Source: an optimization exercise on an open RTL-to-GDS flow (aim: small area and a short achievable clock period). Production flows keep margins and buffers that such runs may drop. In this exercise RTL edits were held to simulation tests only and were not proved equivalent to the original.

## S
Design dehaze_top, start of the top module:
module dehaze_top #(
    parameter int image_pixels = (512 * 512)
) (
    input  logic         clk,
    input  logic         rst,
    input  logic         in_valid,
    input  logic [215:0] window,
    input  logic [23:0]  light,
    input  logic [47:0]  inv_light,
    output logic [23:0]  pixel_out,
    output logic         out_valid,
    output logic         done
);
    localparam int lat   = 7;
    localparam int cnt_w = $clog2(image_pixels + 1);
    logic [11:0] sa_r2, sb_r2, sa_g2, sb_g2, sa_b2, sb_b2;
    logic [47:0] il2, il3;
    logic [23:0] p2, a2, p3, a3, p4, a4, p5, a5, a6, a7;
    logic [7:0]  mean_r3, mean_g3, mean_b3;
    logic [15:0] il4;
    logic [17:0] il34;
    logic [7:0]  s5;
    logic [15:0] r, r6;
    logic [17:0] r3, r36;
    logic [23:0] d, d6;
    logic [2:0]  up, up6, up7;
    logic [23:0] q, q7;
    logic [23:0] y;
    logic [3:0]  hm0, hm1, hm2, hm3;
    logic [3:0]  hd0_0, hd0_1, hd0_2, hd0_3, hd1_0, hd1_1, hd1_2, hd1_3, hd2_0, hd2_1, hd2_2, hd2_3;
    logic s9r_1, s9r_2;
    logic s9r_3, s9r_4;
    logic s9r_5, s9r_6;
    logic s9r_7, s9r_8;
    logic s9r_9, s9r_10;
    logic s9r_11, s9r_12;
    logic s9r_13, s9r_14;
    logic s9r_15, s9r_16;
    logic s9r_17, s9r_18;
    logic s9r_19, s9r_20;
    logic s9r_21, s9r_22;
    logic s9r_23, s9r_24;
    logic s9r_25, s9r_26;
    logic s9r_27, s9r_28;
    logic s9r_29, s9r_30;
    logic s9r_31, s9r_32;
    logic s9r_33, s9r_34;
    logic s9r_35, s9r_36;
    logic s9r_37, s9r_38;
    logic s9r_39, s9r_40;
    logic s9r_41, s9r_42;
    logic s9r_43, s9r_44;
    logic s9r_45, s9r_46;
    logic s9r_47, s9r_48;
    logic s9r_49, s9r_50;
    logic s9r_51, s9r_52;
    logic s9r_53, s9r_54;
    logic s9r_55, s9r_56;
    logic s9r_57, s9r_58;
    logic s9r_59, s9r_60;
    logic s9r_61, s9r_62;
    logic s9r_63, s9r_64;
    logic s9r_65, s9r_66;
    logic s9r_67, s9r_68;
    logic s9r_69, s9r_70;
    logic s9r_71, s9r_72;
    logic s9r_73, s9r_74;
    logic s9r_75, s9r_76;
    logic s9r_77, s9r_78;
    logic s9r_79, s9r_80;
  ...
export LEC_CHECK = 0
export ABC_AREA = 1
export CAP_MARGIN = 20
export CORE_MARGIN = 2
export CORE_UTILIZATION = 50
export PLACE_DENSITY = 0.7
export SETUP_SLACK_MARGIN = 5
export SLEW_MARGIN = 20
create_clock -name core_clock -period 9.0 [get_ports {clk}]
standard.sh (not shown) runs the stock make flow with config.mk's settings and CLKGATE_MAP_FILE= SYNTH_SCRIPT=/design/flow/synth_recipe.tcl, a recipe that flattens the netlist after the stock synthesis.
==> flow/flow/run.sh <==
#!/bin/bash
# The standard layout (standard.sh, with config.mk's settings) with two changes to how the
# layout is made:
# 1. Synthesis is the standard flow's script with -noabc added to Yosys's synth command, so its quick ABC
#    pass does not remap the written-out adder trees before extract_fa turns them into full and
#    half adders (fewer inverters). Registers come out with the same count, names and cells.
# 2. The buffer on every input and output port is buf_1 instead of the default choice.
# The clock, the constraints and all the other steps are the standard ones.
set -euo pipefail
sed 's/yosys synth -nofsm -noshare /yosys synth -nofsm -noshare -noabc /' synth_recipe.tcl > own_synth.tcl
grep -q -- '-noabc' own_synth.tcl
bash standard.sh SYNTH_SCRIPT="$PWD/own_synth.tcl" \
    "BUFFER_PORTS_ARGS=-buffer_cell sky130_fd_sc_hd__buf_1" finish > standard_flow.log 2>&1
Input-level comparison between R and S:
# S
export LEC_CHECK = 0
export ABC_AREA = 1
export CAP_MARGIN = 20
export CORE_MARGIN = 2
export CORE_UTILIZATION = 50
export PLACE_DENSITY = 0.7
export SETUP_SLACK_MARGIN = 5
export SLEW_MARGIN = 20
create_clock -name core_clock -period 9.0 [get_ports {clk}]
# R
export LEC_CHECK = 0
export ABC_AREA = 1
export CAP_MARGIN = 20
export CORE_MARGIN = 2
export CORE_UTILIZATION = 55
export PLACE_DENSITY = 0.8
export SETUP_SLACK_MARGIN = 5
export SLEW_MARGIN = 20
create_clock -name core_clock -period 9.0 [get_ports {clk}]
--- outcome ---
Final cell area: R below S. Setup WNS S -> R: worse. Per the comparison of R with S, number of clock buffer instances in the layout -1, number of buffers outside the clock class in the layout now smaller, wire length grew by 3.0%.

* * *

Another version of the RTL of dehaze_top (not shown whole).
Size in the first run: about 630 flip-flops, roughly 320 I/O pins, about 0.043 mm^2 of cells after synthesis.
==> flow/config.mk <==
export PLATFORM = sky130hd
export DESIGN_NAME = dehaze_top
export DESIGN_NICKNAME = dehaze_top
export VERILOG_FILES = /design/flow/design.v
export SDC_FILE = /design/flow/constraint.sdc
export NUM_CORES = 4
export LEC_CHECK = 0
export ABC_AREA = 1
export CAP_MARGIN = 20
export CORE_MARGIN = 2
export CORE_UTILIZATION = 55
export PLACE_DENSITY = 0.8
export SLEW_MARGIN = 20
==> flow/constraint.sdc <==
create_clock -name core_clock -period 9.0 [get_ports {clk}]
set_input_delay 1.8000 -clock core_clock [delete_from_list [all_inputs] [get_ports {clk}]]
set_output_delay 1.8000 -clock core_clock [all_outputs]
set_load 0.01 [all_outputs]
==> flow/flow/run.sh <==
#!/bin/bash
# The standard layout (standard.sh, with config.mk's settings) with three changes to how the
# layout is made:
# 1. Synthesis is the standard flow's script with -noabc added to Yosys's synth command, so its quick ABC
#    pass does not remap the written-out adder trees before extract_fa turns them into full and
#    half adders (fewer inverters). Registers come out with the same count, names and cells.
# 2. The buffer on every input and output port is buf_1 instead of the default choice.
# 3. Setup repair keeps improving paths until 5.4 ns of slack at the design's 9 ns clock.
# The clock, the constraints and all the other steps are the standard ones.
set -euo pipefail
sed 's/yosys synth -nofsm -noshare /yosys synth -nofsm -noshare -noabc /' synth_recipe.tcl > own_synth.tcl
grep -q -- '-noabc' own_synth.tcl
bash standard.sh SYNTH_SCRIPT="$PWD/own_synth.tcl" SETUP_SLACK_MARGIN=5.4 \
    "BUFFER_PORTS_ARGS=-buffer_cell sky130_fd_sc_hd__buf_1" finish > standard_flow.log 2>&1
The baseline passed the timing, design-rule and antenna checks.
Then changed:
--- a/flow/flow/run.sh
+++ b/flow/flow/run.sh
@@ -7,3 +7,3 @@
 # 2. The buffer on every input and output port is buf_1 instead of the default choice.
-# 3. Setup repair keeps improving paths until 5.4 ns of slack at the design's 9 ns clock.
+# 3. Setup repair keeps improving paths until 5.6 ns of slack at the design's 9 ns clock.
 # The clock, the constraints and all the other steps are the standard ones.
@@ -12,3 +12,3 @@
 grep -q -- '-noabc' own_synth.tcl
-bash standard.sh SYNTH_SCRIPT="$PWD/own_synth.tcl" SETUP_SLACK_MARGIN=5.4 \
+bash standard.sh SYNTH_SCRIPT="$PWD/own_synth.tcl" SETUP_SLACK_MARGIN=5.6 \
     "BUFFER_PORTS_ARGS=-buffer_cell sky130_fd_sc_hd__buf_1" finish > standard_flow.log 2>&1
- The new run finished with timing, DRC and antenna clean
- area after synthesis stays the same
- count of clock-buffer cells in the layout went down by 6
- die area is unchanged
- cell area went up by 5.6%
- worst hold slack improves by 19 ps
Then changed:
--- a/flow/flow/run.sh
+++ b/flow/flow/run.sh
@@ -7,3 +7,3 @@
 # 2. The buffer on every input and output port is buf_1 instead of the default choice.
-# 3. Setup repair keeps improving paths until 5.6 ns of slack at the design's 9 ns clock.
+# 3. Setup repair keeps improving paths until 5.25 ns of slack at the design's 9 ns clock.
 # The clock, the constraints and all the other steps are the standard ones.
@@ -12,3 +12,3 @@
 grep -q -- '-noabc' own_synth.tcl
-bash standard.sh SYNTH_SCRIPT="$PWD/own_synth.tcl" SETUP_SLACK_MARGIN=5.6 \
+bash standard.sh SYNTH_SCRIPT="$PWD/own_synth.tcl" SETUP_SLACK_MARGIN=5.25 \
     "BUFFER_PORTS_ARGS=-buffer_cell sky130_fd_sc_hd__buf_1" finish > standard_flow.log 2>&1
- CORE_UTILIZATION: 55 -> 50
- PLACE_DENSITY: 0.8 -> 0.7
Effect: Cell count went down slightly; utilization went down by 11 points; die area went up by roughly a tenth; hold slack is about the same; wire length went down by roughly a tenth; synthesized cell count does not change.

[re-timing with driven ports]
The flow's constraints put no driver on any port. The routed layouts listed below were extracted and timed again, unchanged, in two steps.
Step 1 assumes that a clkbuf_16 drives the clock port and a buf_2 every other input.
Step 2, shift: input delay + t, output delay - t, t = (earliest + latest rising clock arrival at the registers) / 2. This alone moves slack from input paths to output paths.
Three values: ideal, step 1, step 2; two values: the first two.
run	t, ns	setup slack, ns	worst setup path after step 2
S	0.683	5.081 / 5.081 / 4.784	input to register
R	0.703	5.063 / 5.063 / 4.740	input to register
the first run of note 2	0.674	5.314 / 5.314 / 4.964	input to register
the second run of note 2	0.688	5.471 / 5.471 / 4.904	input to register
the third run of note 2	0.708	5.353 / 5.353 / 4.952	input to register
After both steps setup and hold are still met in every run listed. For the second run of note 2, which loses most, drivers alone change the setup slack by 0.000 ns; drivers and shift together by -0.567 ns.
